This is an optimization exercise on Yosys and OpenROAD, whose aim is small area, not a production implementation.
Function was checked by simulation only, so behaviour that the tests miss may differ from the original.

==> flow/design.v, too long to show whole: its modules and the start of the top module <==
// module izh_update_dp: 1045 lines
// module izh_fa: 4 lines
// module izh_ha: 4 lines
// module izh_neuron_array: 170 lines
module izh_neuron_array #(
    parameter int NUM_CH   = 6,
    parameter int W        = 12,
    parameter int CH_BITS  = 3
) (
    input  logic                clk,
    input  logic                reset,
    input  logic                enable,
    input  logic                input_enable,
    input  logic [NUM_CH*8-1:0] stimulus_in,
    input  logic                load_mode,
    input  logic                serial_data,
    input  logic [CH_BITS-1:0]  mon_sel,
    output logic [7:0]          membrane_out,
    output logic [NUM_CH-1:0]   spike_out,
    output logic                params_ready,
    output logic                frame_done,
    output logic                addr_err,
    output logic [2:0]          debug_state
);
  // ...
==> flow/flow/run.sh <==
#!/bin/bash
# Own flow: the standard layout (standard.sh), with two changes:
#  - Yosys's ABC technology mapping of the combinational logic uses an area-oriented
#    script (&nf with area recovery) instead of ORFS's delay-oriented "map -B 0.9".
#    Registers, their names and cell types are untouched (dfflibmap runs before ABC).
#  - clock tree synthesis does not add dummy load cells.
set -euo pipefail
W=$(pwd)
rm -rf "$W/orfs_scripts"
cp -r "$FLOW_HOME/scripts" "$W/orfs_scripts"
printf '&get -n\n&st\n&dch\n&nf -R 1000\n&put\ntopo\n' > "$W/orfs_scripts/abc_area.script"
export SCRIPTS_DIR="$W/orfs_scripts"
export CTS_ARGS="-sink_clustering_enable -repair_clock_nets -buf_list sky130_fd_sc_hd__clkbuf_8 -sink_clustering_size 16 -sink_clustering_max_diameter 60 -dont_use_dummy_load"
bash "$W/standard.sh" > "$W/standard_flow.log" 2>&1
==> flow/standard.sh <==
#!/bin/bash
# synth_recipe.tcl (not shown) runs the flow's synth.tcl, then flattens the netlist and writes it again
# the make line also repeats each setting of config.mk as NAME=value (left out here)
make -C /OpenROAD-flow-scripts/flow DESIGN_CONFIG=/design/flow/config.mk WORK_HOME=/design/flow/orfs CLKGATE_MAP_FILE= SYNTH_SCRIPT=/design/flow/synth_recipe.tcl "${@:-finish}"
==> flow/config.mk <==
export PLATFORM = sky130hd
export DESIGN_NAME = izh_neuron_array
export DESIGN_NICKNAME = izh_neuron_array
export VERILOG_FILES = /design/flow/design.v
export SDC_FILE = /design/flow/constraint.sdc
export NUM_CORES = 4
export LEC_CHECK = 0
export ABC_AREA = 1
export CAP_MARGIN = 20
export CORE_MARGIN = 2
export CORE_UTILIZATION = 65
export CTS_BUF_LIST = sky130_fd_sc_hd__clkbuf_8
export CTS_CLUSTER_DIAMETER = 60
export CTS_CLUSTER_SIZE = 16
export SLEW_MARGIN = 20
export SYNTH_HIERARCHICAL = 1
==> flow/constraint.sdc <==
create_clock -name core_clock -period 18.0 [get_ports {clk}]
set_input_delay 3.6000 -clock core_clock [delete_from_list [all_inputs] [get_ports {clk}]]
set_output_delay 3.6000 -clock core_clock [all_outputs]
set_load 0.01 [all_outputs]
==> impl_metrics.ini, run 1 <==
[final_layout]
fill_cells = 2935
areaGrowthSynthToFinish_pct = 10.2
multi_input_area_um2 = 13200
nClkBuffers = 40
n_all_inverters = 71

[grt]
antenna_found_initial = 0
met3_usage_pct = 4.69
grt_usage_pct = 29.9

[detailed_routing]
via_count = 18000
met1Wirelength_um = 26900
dr_wl_met3_um = 5390
ant_nets = 0

[place]
dpl_cell_area_um2 = 30600

[logic_synthesis]
ys_types = 48
synthAdderAreaFrac_pct = 21.7
syn_area_per_cell_um2 = 14.6
synth.area.mux_share_pct = 0.669
synth_top_family_by_area = adder cells
synth_seq_area_share_pct = 53.2

[cts]
cts_tree = built
ctsLongestPathBuffers = 3
clkLatencyLatePin_ns = 0.63

[worst_setup_path]
cp-startpoint = scan_q[1]
startpoint_type = flop
cpLargestDelayFamily = adder cells
rr_worst_depth = 58

[status]
outcome = complete, no violations
==> inputs of run 2 (changes only) <==
--- a/flow/design.v
+++ b/flow/design.v
@@ -177,23 +177,23 @@
     wire n146 = ~u[6];
     wire n147 = ~u[7];
     wire n148 = ~u[8];
     wire n149 = ~u[9];
     wire n150 = ~u[10];
     wire n151, n152;
     izh_fa fa_n151 (.a(v[0]), .b(n101), .c(n107), .s(n151), .co(n152));
     wire n153, n154;
-    izh_fa fa_n153 (.a(1'b0), .b(n103), .c(n152), .s(n153), .co(n154));
+    izh_fa fa_n153 (.a(n103), .b(n152), .c(n109), .s(n153), .co(n154));
     wire n155, n156;
-    izh_fa fa_n155 (.a(n101), .b(n105), .c(n154), .s(n155), .co(n156));
+    izh_fa fa_n155 (.a(n101), .b(n105), .c(n111), .s(n155), .co(n156));
     wire n157, n158;
-    izh_fa fa_n157 (.a(n103), .b(n107), .c(n156), .s(n157), .co(n158));
+    izh_fa fa_n157 (.a(n103), .b(n107), .c(n113), .s(n157), .co(n158));
     wire n159, n160;
-    izh_fa fa_n159 (.a(n105), .b(n109), .c(n158), .s(n159), .co(n160));
+    izh_fa fa_n159 (.a(n105), .b(n109), .c(n115), .s(n159), .co(n160));
     wire n161, n162;
     izh_fa fa_n161 (.a(n131), .b(n140), .c(n107), .s(n161), .co(n162));
     wire n163, n164;
     izh_fa fa_n163 (.a(n161), .b(n111), .c(n117), .s(n163), .co(n164));
     wire n165, n166;
     izh_fa fa_n165 (.a(n160), .b(n163), .c(stim[0]), .s(n165), .co(n166));
     wire n167 = ~(n132 ^ n141);
     wire n168 = n132 | n141;
@@ -305,22 +305,22 @@
     izh_fa fa_n273 (.a(v[8]), .b(u[11]), .c(n266), .s(n273), .co(n274));
     wire n275, n276;
     izh_fa fa_n275 (.a(n273), .b(n268), .c(n129), .s(n275), .co(n276));
     wire n277, n278;
     izh_fa fa_n277 (.a(n270), .b(n275), .c(n272), .s(n277), .co(n278));
     wire n279, n280;
     izh_fa fa_n279 (.a(n130), .b(n274), .c(n276), .s(n279), .co(n280));
     wire n281 = v[0] & n103;
-    wire n282 = (1'b0 & n105) | (1'b0 & n281) | (n105 & n281);
+    wire n282 = n105 & n281;
     wire n283 = n151 & n282;
-    wire n284 = (n109 & n153) | (n109 & n283) | (n153 & n283);
-    wire n285 = (n111 & n155) | (n111 & n284) | (n155 & n284);
-    wire n286 = (n113 & n157) | (n113 & n285) | (n157 & n285);
-    wire n287 = (n115 & n159) | (n115 & n286) | (n159 & n286);
+    wire n284 = n153 & n283;
+    wire n285 = (n154 & n155) | (n154 & n284) | (n155 & n284);
+    wire n286 = (n156 & n157) | (n156 & n285) | (n157 & n285);
+    wire n287 = (n158 & n159) | (n158 & n286) | (n159 & n286);
     wire n288, n289;
     izh_ha ha_n288 (.a(n165), .b(n287), .s(n288), .co(n289));
     wire n290, n291;
     izh_fa fa_n290 (.a(n166), .b(n173), .c(n289), .s(n290), .co(n291));
     wire n292, n293;
     izh_ha ha_n292 (.a(n183), .b(n291), .s(n292), .co(n293));
     wire n294, n295;
     izh_ha ha_n294 (.a(n195), .b(n293), .s(n294), .co(n295));
--- a/flow/flow/run.sh
+++ b/flow/flow/run.sh
@@ -1,10 +1,10 @@
 #!/bin/bash
-# Own flow: the standard layout (standard.sh), with two changes:
+# Own flow: the standard layout (standard.sh), with these changes:
 #  - Yosys's ABC technology mapping of the combinational logic uses an area-oriented
 #    script (&nf with area recovery) instead of ORFS's delay-oriented "map -B 0.9".
 #    Registers, their names and cell types are untouched (dfflibmap runs before ABC).
 #  - clock tree synthesis does not add dummy load cells.
 set -euo pipefail
 W=$(pwd)
 rm -rf "$W/orfs_scripts"
 cp -r "$FLOW_HOME/scripts" "$W/orfs_scripts"
==> impl_metrics.ini, run 2 <==
[die]
die_h_um = 213
die_x_um = 213
row_count = 76
core_area_um2 = 43100
num_io_pins = 77
start_util_pct = 65.9
die-area_um2 = 45300

[logic_synthesis]
yosysMostFrequentCell = edfxtp_1
yosys-top-cells-count = edfxtp_1, fa_1, nand2_1, nor2_1, xnor2_1
netlist_instances = 1936
synth_fp_nets = 2327
ys_async_sr_fraction_pct = 0
yosys_warnings = 20
synthTopCellsByArea = edfxtp_1, fa_1, dfxtp_1, a222oi_1, xnor2_1
synth_area_um2 = 28400
synth_top_area_cell = edfxtp_1
yosys.area.top_type_share_pct = 49.2
synth-seq-cells = 523
synth_edf_count = 465
synth_flop_cell = edfxtp_1
syn_area_per_cell_um2 = 14.7
ys_types = 48
synth_seq_area_share_pct = 53.3

[grt]
grt_usage_pct = 33.1
met3_usage_pct = 5.06
grt_pass1_vias = 18600
grtUsageMet2_pct = 53.7
grt_most_used_layer = met2
grt_pass1_wl_um = 111000
antenna_found_initial = 0
grt-ovfl-total = 0
grt_max_degree = 95
use_met1_pct = 45.8

[worst_setup_path]
cpMostUsedCell = fa_1
slowest_delay_ns = 0.45
worstPathArrival_ns = 17.95
crit_type = reg2reg
cp-end-kind = flop
worstPathRequired_ns = 18.51
startpoint_type = flop
crit_fanout = 21
critPathSlowestCell = fa_1

[final_layout]
final_cell_mix = edfxtp_1, fa_1, nand2_1
fill_cells = 2792
final_common_cell = edfxtp_1
seqCellArea_um2 = 15100
num_antenna_cells = 0
drive_gt1_share_pct = 8.75
nNetsFinal = 2542
utilization_pct = 72.7
multi_input_area_um2 = 13100
areaGrowthSynthToFinish_pct = 10.4

[place]
place.gp.congestion = 0.940
dpl_worst_slack_ns = -0.0670
hpwlAfterDp_um = 50500
io_buffers = 75

[sta]
setup_tns_ns = 0
fmax_mhz = 57.3
period_minus_slack_ns = 17.44
drv_slew = 0
hold_viol_final = 0
skew_ns = 0.109
post-route-period-util_pct = 96.9
worst_slew_margin_rel_pct = 30.6
worst_pin_slew_ns = 1.03
setup_violations = 0
setup_slack_ns = 0.562

[cts]
ctsRootBufferMaster = clkbuf_8
clkSinkCount = 523
clkTransAtPathRegs_ns = 0.09
cts_buffers = 42
cts_tree = built
holdBufCountCts = 0
ctsLongestPathBuffers = 3
cts-htree-levels = 2
clkLatencyLatePin_ns = 0.64

[status]
outcome = complete, no violations

[detailed_routing]
vias_per_cell = 6.70
drc = 0
via_count = 18300
ant_nets = 0
wl_per_cell_um = 26.3
drtIter0Drc = 2121
wl_um = 72000
dr.pass1.iters = 8

[flow_run]
maxCapViolCount = 0

[hold_path]
hp-class = reg2reg
run 2: changes by cell type in the layout (fill, tap and decap cells not counted), sizes merged, moves of 2 or more:
cell,delta
nand2,+20
a21oi,-13
o21ai,-13
buf,+8
a22oi,-3
clkinv,-3
and2,-2
clkbuf,+2
inv,+2
mux2i,+2
xnor2,-2
run 2: cell type report:
cell class              instances  area share [%]
clock buffers                  42            1.84
well taps                     585            2.34
repair buffers                171            4.74
flip-flops and latches        523            48.3
multi-input cells            1342            41.9
inverters                      71           0.879
run 2: critical path, delay by kind of cell, from the launching register on:
kind | cells | cell delay (ns)
fa+ha+maj | 35 | 12.68
xor+xnor | 4 | 0.70
mux | 2 | 0.40
flops | 1 | 0.38
buf+inv | 4 | 0.55
compound gates | 5 | 1.14
simple gates | 10 | 1.52
run 2: repair_timing:
action | in CTS | in global routing
resized for setup | 0 | 24
endpoints found under the setup margin | 0 | 12
setup buffers | 0 | 3
run 2: metrics by stage:
step / hold WS, ns / std cells / area, µm²
after floorplan: 0.400 / 1936 / 28400
after global placement: 0.402 / 2688 / 30600
after detailed placement: 0.405 / 2688 / 30600
after CTS: 0.397 / 2730 / 31200
after global routing: 0.394 / 2734 / 31300
final: 0.390 / 2734 / 31300
run 2: metal layers:
layer / up-vias / wire (µm)
met4: 0 / 2820
met2: 981 / 35000
met1: 9311 / 27900
li1: 7882 / -
met3: 133 / 6330
met5: - / 0
run 2: cells by family (layout without fill, tap and decap cells):
| kind of cell | count (synthesis) | after routing | share of synthesized area, % |
|---|---|---|---|
| mux | 12 | 12 | 0.780 |
| xor+xnor | 179 | 179 | 5.52 |
| buf+inv | 72 | 284 | 0.966 |
| fa+ha+maj | 334 | 334 | 21.8 |
| compound gates | 447 | 447 | 11.9 |
| other cells | 1 | 1 | 0.0132 |
| flops | 523 | 523 | 53.3 |
| simple gates | 368 | 369 | 5.69 |
run 2: Yosys stat by module, one instance, submodules excluded:
module | times used | area (µm²)
izh_fa | 267 | 20.0
izh_ha | 33 | 12.5
izh_update_dp | 1 | 4620
izh_neuron_array | 1 | 18000
run 2: path summary, 6_finish.rpt:
check,from,cells after the start,end,slack [ns]
setup / recovery,scan_q[1],60,ru[5][0],0.56
hold / removal,ru[4][7],0,ru[3][7],0.39
setup reg to reg,scan_q[1],60,ru[5][0],0.56
hold reg to reg,ru[4][7],0,ru[3][7],0.39
==> inputs of run 3 (changes only) <==
--- a/flow/flow/run.sh
+++ b/flow/flow/run.sh
@@ -10,5 +10,5 @@
 cp -r "$FLOW_HOME/scripts" "$W/orfs_scripts"
 printf '&get -n\n&st\n&dch\n&nf -R 1000\n&put\ntopo\n' > "$W/orfs_scripts/abc_area.script"
 export SCRIPTS_DIR="$W/orfs_scripts"
-export CTS_ARGS="-sink_clustering_enable -repair_clock_nets -buf_list sky130_fd_sc_hd__clkbuf_8 -sink_clustering_size 16 -sink_clustering_max_diameter 60 -dont_use_dummy_load"
+export CTS_ARGS="-sink_clustering_enable -repair_clock_nets -buf_list sky130_fd_sc_hd__clkbuf_8 -sink_clustering_size 20 -sink_clustering_max_diameter 60 -dont_use_dummy_load"
 bash "$W/standard.sh" > "$W/standard_flow.log" 2>&1
--- a/flow/config.mk
+++ b/flow/config.mk
@@ -8,7 +8,7 @@
 export ABC_AREA = 1
 export CAP_MARGIN = 20
 export CORE_MARGIN = 2
-export CORE_UTILIZATION = 65
+export CORE_UTILIZATION = 72
 export CTS_BUF_LIST = sky130_fd_sc_hd__clkbuf_8
 export CTS_CLUSTER_DIAMETER = 60
 export CTS_CLUSTER_SIZE = 16
==> impl_metrics.ini, run 3 <==
[logic_synthesis]
synth_top_area_cell = edfxtp_1
synthSimpleGateAreaFrac_pct = 5.69
synth_top_family_by_area = adder cells
netlist_instances = 1936
synth.area.mux_share_pct = 0.780
yosys_warnings = 20
yosys-top-cells-count = edfxtp_1, fa_1, nand2_1, nor2_1, xnor2_1
yosys.area.top_type_share_pct = 49.2
syn_area_per_cell_um2 = 14.7
synth-compound-area-share_pct = 11.9
synth_edf_count = 465
synth_xor_area_share_pct = 5.52
synth_fp_nets = 2327
yosysMostFrequentCell = edfxtp_1
synthTopCellsByArea = edfxtp_1, fa_1, dfxtp_1, a222oi_1, xnor2_1
ys_types = 48
ys_async_sr_fraction_pct = 0
synth_area_um2 = 28400
synthAdderAreaFrac_pct = 21.8
synth_seq_area_share_pct = 53.3
synth-seq-cells = 523
synth_flop_cell = edfxtp_1

[sta]
hold_viol_final = 0
setup_violations = 0
worst_slew_margin_rel_pct = 28.5
worst_pin_slew_ns = 1.07
rsz0062_at_grt = yes
skew_ns = 0.0592
period_minus_slack_ns = 17.52
post-route-period-util_pct = 97.4
fmax_mhz = 57.1
drv_slew = 0

[worst_setup_path]
rr_worst_depth = 61
cp-end-kind = flop
slowest_delay_ns = 0.45
startpoint_type = flop
critPathSlowestCell = fa_1
cpMostUsedCell = fa_1
crit_type = reg2reg
worstPathRequired_ns = 18.52
crit_fanout = 13
worstPathArrival_ns = 18.04

[cts]
clkTransAtPathRegs_ns = 0.12
cts_tree = built
clkSinkCount = 523
clkLatencyLatePin_ns = 0.61
cts-htree-levels = 2
holdBufCountCts = 0
ctsLongestPathBuffers = 3
cts_buffers = 34
ctsRootBufferMaster = clkbuf_8

[place]
hpwlAfterDp_um = 49500
dpl_cell_area_um2 = 30500
place.gp.congestion = 0.938
io_buffers = 75

[die]
core_area_um2 = 38700
die_h_um = 203
die_x_um = 203
start_util_pct = 73.3
die-area_um2 = 41000
row_count = 72
num_io_pins = 77

[flow_run]
maxCapViolCount = 0

[final_layout]
final_cell_area_um2 = 31200
utilization_pct = 80.5
nNetsFinal = 2536
final_cell_mix = edfxtp_1, fa_1, nand2_1
fill_cells = 2151
num_antenna_cells = 0
areaGrowthSynthToFinish_pct = 9.82
drive_gt1_share_pct = 8.63
final_common_cell = edfxtp_1

[detailed_routing]
dr.pass1.iters = 9
vias_per_cell = 7.05
wl_um = 71900
via_count = 18800
drc = 0
drtIter0Drc = 2666
wl_per_cell_um = 27.0
ant_nets = 0

[grt]
grt_max_degree = 72
antenna_found_initial = 0
grt_pass1_wl_um = 112000
grt_pass1_vias = 19500
grt_usage_pct = 36.2
grt-ovfl-total = 0

[hold_path]
hold_depth = 0
hp-class = reg2reg

[status]
outcome = complete, no violations
[run 3: worst paths after layout]
path              startpoint         to  slack [ns]
hold / removal     ru[1][11]  ru[0][11]        0.38
hold reg to reg    ru[1][11]  ru[0][11]        0.38
setup reg to reg   scan_q[1]   ru[5][3]        0.48
setup / recovery   scan_q[1]   ru[5][3]        0.48
[run 3: per-module statistics from Yosys (local to each module, per instance)]
module	cells	flip-flops and latches
izh_neuron_array	938	523
izh_update_dp	698	0
izh_fa	1	0
izh_ha	1	0
[run 3: metal layers]
metal	global-route usage, %	up-vias	share of wire [%]
li1	-	7870	-
met1	48.1	9415	36
met2	58.9	1275	49
met3	7.32	213	11
met4	16.5	0	4.8
met5	0	-	0
[run 3: layout make-up]
class / instances / area, µm² / area share, %
tap: 518 / 648 / 2.08
timing repair buffer: 174 / 1510 / 4.83
sequential: 523 / 15100 / 48.5
inverter: 71 / 275 / 0.883
multi-input combinational: 1341 / 13100 / 42.2
clock buffer: 34 / 468 / 1.50
[run 3: cell families (layout without fill, tap and decap cells)]
family	after synthesis	in the layout
flip-flops	523	523
AO/OA/AOI/OAI	447	447
AND/OR/NAND/NOR	368	368
adder cells (fa/ha/maj)	334	334
XOR/XNOR	179	179
buffers and inverters	72	279
multiplexers	12	12
other	1	1
[run 3: critical path, delay by kind of cell (launching register included)]
kind	cells	cell delay, ns
buf+inv	6	0.90
xor+xnor	4	0.62
simple gates	7	0.95
flops	1	0.34
mux	2	0.40
compound gates	6	1.34
fa+ha+maj	36	12.92
[run 3: timing repair]
item | 4_1_cts | 5_1_grt
buffers inserted | 0 | 13
endpoints found under the setup margin | 11 | 12
resized for setup | 2 | 23
pin swaps | 0 | 11
[run 3: through the flow]
stage | hold slack [ns] | instances | setup slack (ns) | setup TNS (ns)
2_1_floorplan | 0.400 | 1936 | 0.0339 | 0
3_3_place_gp | 0.400 | 2613 | 0.408 | 0
3_5_place_dp | 0.405 | 2613 | -0.208 | -2.15
4_1_cts | 0.378 | 2647 | 0.000950 | 0
5_1_grt | 0.372 | 2661 | -0.159 | -0.510
6_report | 0.377 | 2661 | 0.475 | 0
==> inputs of run 4 (changes only) <==
--- a/flow/config.mk
+++ b/flow/config.mk
@@ -8,7 +8,7 @@
 export ABC_AREA = 1
 export CAP_MARGIN = 20
 export CORE_MARGIN = 2
-export CORE_UTILIZATION = 72
+export CORE_UTILIZATION = 65
 export CTS_BUF_LIST = sky130_fd_sc_hd__clkbuf_8
 export CTS_CLUSTER_DIAMETER = 60
 export CTS_CLUSTER_SIZE = 16
==> impl_metrics.ini, run 4 <==
[status]
outcome = complete, no violations

[sta]
drv_slew = 0
worst_pin_slew_ns = 1.01
post-route-period-util_pct = 96.7
skew_ns = 0.108
hold_viol_final = 0
worst_slew_margin_rel_pct = 31.4
fin_hold_ws_ns = 0.384
fmax_mhz = 57.4
period_minus_slack_ns = 17.41
setup_violations = 0
setup_tns_ns = 0
setup_slack_ns = 0.593

[die]
row_count = 76
die_h_um = 213
die-area_um2 = 45300
core_area_um2 = 43100
num_io_pins = 77
die_x_um = 213
start_util_pct = 65.9

[place]
io_buffers = 75
placed_cells = 2688
place.gp.congestion = 0.940
dpl_worst_slack_ns = -0.0670
hpwlAfterDp_um = 50500

[worst_setup_path]
crit_type = reg2reg
crit_fanout = 47
slowest_delay_ns = 0.46
cp.buffers_inverters = 5
cpMostUsedCell = fa_1
startpoint_type = flop
worstPathArrival_ns = 17.92
critPathSlowestCell = fa_1
cpLargestDelayFamily = adder cells
cp-end-kind = flop
worstPathRequired_ns = 18.51

[final_layout]
final_common_cell = edfxtp_1
final_cell_count_no_fill = 2727
final_cell_mix = edfxtp_1, fa_1, nand2_1
areaGrowthSynthToFinish_pct = 10.0
drive_gt1_share_pct = 8.41
utilization_pct = 72.5
nNetsFinal = 2534
fill_cells = 2820

[logic_synthesis]
yosys_warnings = 20
yosys.area.top_type_share_pct = 49.2
synth_area_um2 = 28400
synth_seq_area_share_pct = 53.3
synthAdderAreaFrac_pct = 21.8
ys_types = 48
synth-seq-cells = 523
ys_async_sr_fraction_pct = 0
synth_xor_area_share_pct = 5.52
yosysMostFrequentCell = edfxtp_1
syn_area_per_cell_um2 = 14.7
synth_top_area_cell = edfxtp_1
synthSimpleGateAreaFrac_pct = 5.69
synth.area.mux_share_pct = 0.780
yosys-top-cells-count = edfxtp_1, fa_1, nand2_1, nor2_1, xnor2_1
synth-compound-area-share_pct = 11.9
synth_edf_count = 465
synth_flop_cell = edfxtp_1
synthTopCellsByArea = edfxtp_1, fa_1, dfxtp_1, a222oi_1, xnor2_1
synth_fp_nets = 2327
netlist_instances = 1936
synth_top_family_by_area = adder cells

[detailed_routing]
vias_per_cell = 6.69
drc = 0
via_count = 18200
wl_per_cell_um = 26.5
drtIter0Drc = 2344
dr.pass1.iters = 7
ant_nets = 0
wl_um = 72200

[hold_path]
hp-class = reg2reg

[cts]
clkSinkCount = 523
ctsLongestPathBuffers = 3
ctsRootBufferMaster = clkbuf_8
cts_buffers = 35
clkLatencyLatePin_ns = 0.62
holdBufCountCts = 0
cts-htree-levels = 2
cts_tree = built
clkTransAtPathRegs_ns = 0.11

[grt]
grt_max_degree = 95
grt-ovfl-total = 0
antenna_found_initial = 1
grt_pass1_wl_um = 110000
grt_usage_pct = 33.0
grt_pass1_vias = 18500

[flow_run]
maxCapViolCount = 0
-- run 4: worst paths after layout --
kind              from  slack, ns   endpoint  depth (start not counted)
min reg2reg  ru[1][11]       0.38  ru[0][11]                          0
min          ru[1][11]       0.38  ru[0][11]                          0
max reg2reg  scan_q[0]       0.59   ru[5][0]                         60
max          scan_q[0]       0.59   ru[5][0]                         60
-- run 4: per-stage QoR --
step | cell area [µm²]
floorplan | 28400
global placement | 30600
detailed placement | 30600
CTS | 31100
global route | 31200
finish | 31200
-- run 4: final cells by class --
type / count / area (µm²) / share of cell area [%]
Sequential cell: 523 / 15100 / 48.4
Multi-Input combinational cell: 1342 / 13100 / 42.1
Clock buffer: 35 / 482 / 1.54
Tap cell: 585 / 732 / 2.34
Antenna cell: 1 / 2.50 / 0.00801
Timing Repair Buffer: 170 / 1470 / 4.72
Inverter: 71 / 275 / 0.882
-- run 4: kinds of logic after synthesis --
group | Yosys count
DFF | 523
AOI/OAI and AO/OA | 447
and+or+nand+nor | 368
adders and majority gates | 334
xor gates and xnor gates | 179
buffers and inverters | 72
muxes | 12
other | 1
-- run 4: modules after synthesis (local to each module, per instance) --
module            flops+latches  cell area [µm²]
izh_neuron_array            523            18000
izh_update_dp                 0             4620
izh_fa                        0             20.0
izh_ha                        0             12.5
-- run 4: what timing repair did --
| item | in CTS | in global routing |
|---|---|---|
| gates resized for setup | 0 | 23 |
| setup buffers | 0 | 2 |
| endpoints found under the setup margin | 0 | 12 |
-- run 4: metal layers --
layer	share of wire, %	GRT usage, %	vias to the layer above
met3	8.8	4.82	133
met4	4.5	14.3	0
met2	48	53.0	942
met1	39	45.8	9299
met5	0	0	-
li1	-	-	7867

==> what the ideal ports hide <==
No port has a modelled driver above. Below, the same layouts with a new extraction and two added sets of constraints.
Step 1 (the two cells are an assumption about what drives the block):
set clk [get_ports {clk}]
set_driving_cell -lib_cell sky130_fd_sc_hd__clkbuf_16 $clk
set_driving_cell -lib_cell sky130_fd_sc_hd__buf_2 [delete_from_list [all_inputs] $clk]
Step 2 moves the port delays by t, midway between the first and last clock arrival at a register: inputs arrive t later, outputs are due t later. That takes back most of the time a late clock gives input paths.
Slacks: ideal / step 1 / step 2; pairs: ideal / step 1.
| run | shift t [ns] | slack for setup (ns) | worst setup path at the end | clock arrival spread, ns | worst data-port slew with drivers (ns) |
|---|---|---|---|---|---|
| run 1 | 0.636 | 0.653 / 0.653 / 0.653 | register to register | 0.106 / 0.106 | 0.04 |
| run 2 | 0.637 | 0.562 / 0.562 / 0.562 | register to register | 0.112 / 0.112 | 0.05 |
| run 3 | 0.633 | 0.475 / 0.475 / 0.475 | register to register | 0.059 / 0.059 | 0.06 |
| run 4 | 0.623 | 0.593 / 0.593 / 0.593 | register to register | 0.109 / 0.109 | 0.05 |
After both steps setup and hold are still met in every run listed.
